From an optimization exercise on the open Yosys and OpenROAD flow, aimed at small area and a short achievable clock period; shortcuts taken in it are not production practice.
In this exercise RTL edits were held to simulation tests only and were not proved equivalent to the original.
No activity file was given, so power comes from the tool's default toggle rates.

Design bumpy_core, start of the top module:
module bumpy_core (
	input wire logic clk,
	input wire logic resetN,
	input wire logic start_of_frame,
	input wire motion_pkg::keys_t keys,
	input wire logic die,
	input wire logic restart,
	input wire geom_pkg::tile_map_t tile_map,
	input wire geom_pkg::tile_coord_t teleport_target,
	output geom_pkg::pixel_t offset_x,
	output geom_pkg::pixel_t offset_y,
	output motion_pkg::move_state_e state
);
Size in the first run: about 130 flip-flops, about 200 I/O pins, roughly 13,000 um2 of cells after synthesis.
Settings: LEC_CHECK=0, CAP_MARGIN=20, CORE_MARGIN=2, CORE_UTILIZATION=50, CTS_BUF_LIST=sky130_fd_sc_hd__clkbuf_8, SETUP_SLACK_MARGIN=2.5, SLEW_MARGIN=20; clock period 6.0 ns.
standard.sh (not shown) runs the stock make flow with config.mk's settings and CLKGATE_MAP_FILE= SYNTH_SCRIPT=/design/flow/synth_recipe.tcl, a recipe that flattens the netlist after the stock synthesis.
==> flow/flow/run.sh <==
#!/bin/bash
export BUFFER_PORTS_ARGS="-buffer_cell sky130_fd_sc_hd__buf_1"
bash standard.sh > standard.log 2>&1
==> next run, changes <==
--- a/flow/config.mk
+++ b/flow/config.mk
@@ -10 +10 @@
-export CORE_UTILIZATION = 50
+export CORE_UTILIZATION = 45
@@ -12 +12,2 @@
-export SETUP_SLACK_MARGIN = 2.5
+export GPL_ROUTABILITY_DRIVEN = 0
+export SETUP_SLACK_MARGIN = 2.7
=>
- via count came out higher by about 3%
- synthesized cell count stays the same
- setup slack improved by 0.16 ns
- design area came out higher by 1.6%
- clock skew came out higher by 0.0035 ns

========
Starting RTL as in the previous note.
==> flow/config.mk <==
export PLATFORM = sky130hd
export DESIGN_NAME = bumpy_core
export DESIGN_NICKNAME = bumpy_core
export VERILOG_FILES = /design/flow/design.v
export SDC_FILE = /design/flow/constraint.sdc
export NUM_CORES = 4
export LEC_CHECK = 0
export CAP_MARGIN = 20
export CORE_MARGIN = 2
export CORE_UTILIZATION = 50
export CTS_BUF_LIST = sky130_fd_sc_hd__clkbuf_8
export SETUP_SLACK_MARGIN = 2.8
export SLEW_MARGIN = 20
==> flow/constraint.sdc <==
create_clock -name core_clock -period 6.0 [get_ports {clk}]
set_input_delay 1.2000 -clock core_clock [delete_from_list [all_inputs] [get_ports {clk}]]
set_output_delay 1.2000 -clock core_clock [all_outputs]
set_load 0.01 [all_outputs]
Scripts as last shown in full above: flow/flow/run.sh
Next try:
Settings changed: CORE_UTILIZATION 50 to 45, SETUP_SLACK_MARGIN 2.8 to 2.5.
Effect: Count of clock-buffer cells in the layout climbs by 1. Global-route usage decreases by 3.1 points. Sequential power stays flat. Final cell count goes up by 0.60%. Critical path depth shrinks by 5. Worst setup slack got worse by 0.22 ns. Power falls by 3.6%. Utilization drops by 6.7 points. Die area grows by 11%. Worst hold slack hardly moves.

========
Setup of run 1:
bumpy_core again, from the RTL that the note above started with.
==> flow/config.mk <==
export PLATFORM = sky130hd
export DESIGN_NAME = bumpy_core
export DESIGN_NICKNAME = bumpy_core
export VERILOG_FILES = /design/flow/design.v
export SDC_FILE = /design/flow/constraint.sdc
export NUM_CORES = 4
export LEC_CHECK = 0
export CAP_MARGIN = 20
export CORE_MARGIN = 2
export CORE_UTILIZATION = 40
export CTS_BUF_LIST = sky130_fd_sc_hd__clkbuf_8
export SETUP_SLACK_MARGIN = 2.7
export SLEW_MARGIN = 20
==> flow/constraint.sdc <==
create_clock -name core_clock -period 6.0 [get_ports {clk}]
set_input_delay 1.2000 -clock core_clock [delete_from_list [all_inputs] [get_ports {clk}]]
set_output_delay 1.2000 -clock core_clock [all_outputs]
set_load 0.01 [all_outputs]
Scripts as last shown in full above: flow/flow/run.sh
Edits applied to the flow inputs when going from run 1 to run 2:
--- a/flow/config.mk
+++ b/flow/config.mk
@@ -8,6 +8,6 @@
 export CAP_MARGIN = 20
 export CORE_MARGIN = 2
-export CORE_UTILIZATION = 40
+export CORE_UTILIZATION = 35
 export CTS_BUF_LIST = sky130_fd_sc_hd__clkbuf_8
-export SETUP_SLACK_MARGIN = 2.7
+export SETUP_SLACK_MARGIN = 2.75
 export SLEW_MARGIN = 20
- Summary of run 2 over run 1: design area grew by about 2%, setup slack after layout shrank by 120 ps, aggregate global-route resource usage shrank by 2.3 points.
Inputs modified between run 2 and run 3:
--- a/flow/config.mk
+++ b/flow/config.mk
@@ -8,6 +8,6 @@
 export CAP_MARGIN = 20
 export CORE_MARGIN = 2
-export CORE_UTILIZATION = 35
+export CORE_UTILIZATION = 50
 export CTS_BUF_LIST = sky130_fd_sc_hd__clkbuf_8
-export SETUP_SLACK_MARGIN = 2.75
+export SETUP_SLACK_MARGIN = 2.65
 export SLEW_MARGIN = 20
Comparing run 2 and run 3, the lower layout-stage area growth over the synthesis result was measured on run 3.
Total of plain and repair buffers excluding clock buffers in run 3 is 24 below run 2.
[compare] base=run 2 new=run 3: overall die area now smaller, sequential share of layout area climbed 0.64 points.

========
bumpy_core again, from the RTL that the note above started with.
Settings: LEC_CHECK=0, CAP_MARGIN=20, CORE_MARGIN=2, CORE_UTILIZATION=45, CTS_BUF_LIST=sky130_fd_sc_hd__clkbuf_8, SETUP_SLACK_MARGIN=3.0, SLEW_MARGIN=20; clock period 6.0 ns.
Scripts as last shown in full above: flow/flow/run.sh
The starting point passed the timing, design-rule and antenna checks.
==> next run, changes <==
--- a/flow/config.mk
+++ b/flow/config.mk
@@ -10,4 +10,4 @@
 export CORE_UTILIZATION = 45
 export CTS_BUF_LIST = sky130_fd_sc_hd__clkbuf_8
-export SETUP_SLACK_MARGIN = 3.0
+export SETUP_SLACK_MARGIN = 2.65
 export SLEW_MARGIN = 20
Result:
- first-iteration DRC count fell by a quarter to a third
- die area does not change
- via count fell by a few percent
- routed wire length fell slightly
- worst setup slack loses 54 ps
==> next run, changes <==
--- a/flow/config.mk
+++ b/flow/config.mk
@@ -10,4 +10,5 @@
 export CORE_UTILIZATION = 45
 export CTS_BUF_LIST = sky130_fd_sc_hd__clkbuf_8
+export PLACE_DENSITY = 0.75
 export SETUP_SLACK_MARGIN = 2.65
 export SLEW_MARGIN = 20
Outcome: Count of clock-buffer cells in the layout climbs by 1. Via count climbs by 2.9%. Critical path depth stays the same. Global-route usage drops by 1.2 points. Die area is unchanged. Cell area hardly moves.
==> next run, changes <==
--- a/flow/config.mk
+++ b/flow/config.mk
@@ -8,7 +8,8 @@
 export CAP_MARGIN = 20
 export CORE_MARGIN = 2
-export CORE_UTILIZATION = 45
+export CORE_UTILIZATION = 40
 export CTS_BUF_LIST = sky130_fd_sc_hd__clkbuf_8
-export PLACE_DENSITY = 0.75
-export SETUP_SLACK_MARGIN = 2.65
+export CTS_CLUSTER_DIAMETER = 120
+export CTS_CLUSTER_SIZE = 40
+export SETUP_SLACK_MARGIN = 2.7
 export SLEW_MARGIN = 20
After rerunning: The new run completed without violations. Total power increases by 1.7%. Synthesized cell count is unchanged. Die area increases by 12%. Wire length increases by 2.0%. Via count decreases by 2.9%. Global-route usage decreases by 2.4 points. Synthesized area does not change. Final area increases by 0.65%. Sequential cell count does not change.

-- afterwards: timing with drivers on the ports --
No port has a modelled driver above. Below, the same layouts with a new extraction and two added sets of constraints. Step 1: set_driving_cell puts a clkbuf_16 on clk and a buf_2 on each other input, an assumption about the parent block. Step 2 also shifts input and output timing later by t, the mid clock arrival at the registers, as if the neighbouring blocks saw the same clock. Three values: ideal, step 1, step 2; two values: the first two.
run	t (ns)	setup slack, ns	hold slack, ns	latest minus earliest clock arrival (ns)	worst data-port slew with drivers (ns)
the first run of note 1	0.504	2.597 / 2.597 / 2.178	0.480 / 0.480 / 0.480	0.022 / 0.021	0.07
the second run of note 1	0.496	2.754 / 2.754 / 2.361	0.480 / 0.480 / 0.480	0.023 / 0.024	0.09
the first run of note 2	0.504	2.816 / 2.816 / 2.679	0.483 / 0.483 / 0.483	0.025 / 0.025	0.08
the second run of note 2	0.515	2.599 / 2.599 / 2.112	0.482 / 0.482 / 0.482	0.022 / 0.022	0.09
run 1	0.505	2.832 / 2.832 / 2.431	0.480 / 0.480 / 0.480	0.016 / 0.016	0.11
run 2	0.527	2.708 / 2.708 / 2.583	0.481 / 0.481 / 0.481	0.013 / 0.014	0.11
run 3	0.504	2.720 / 2.720 / 2.269	0.481 / 0.481 / 0.481	0.021 / 0.021	0.09
the first run of note 4	0.512	2.807 / 2.807 / 2.653	0.479 / 0.479 / 0.479	0.015 / 0.014	0.09
the second run of note 4	0.515	2.753 / 2.753 / 2.411	0.479 / 0.479 / 0.479	0.020 / 0.020	0.10
the third run of note 4	0.498	2.719 / 2.719 / 2.338	0.483 / 0.483 / 0.483	0.020 / 0.019	0.09
the fourth run of note 4	0.505	2.832 / 2.832 / 2.431	0.480 / 0.480 / 0.480	0.016 / 0.016	0.11
After both steps every run listed still meets setup and hold. For the second run of note 2, which loses most, drivers alone change the setup slack by 0.000 ns; drivers and shift together by -0.487 ns.
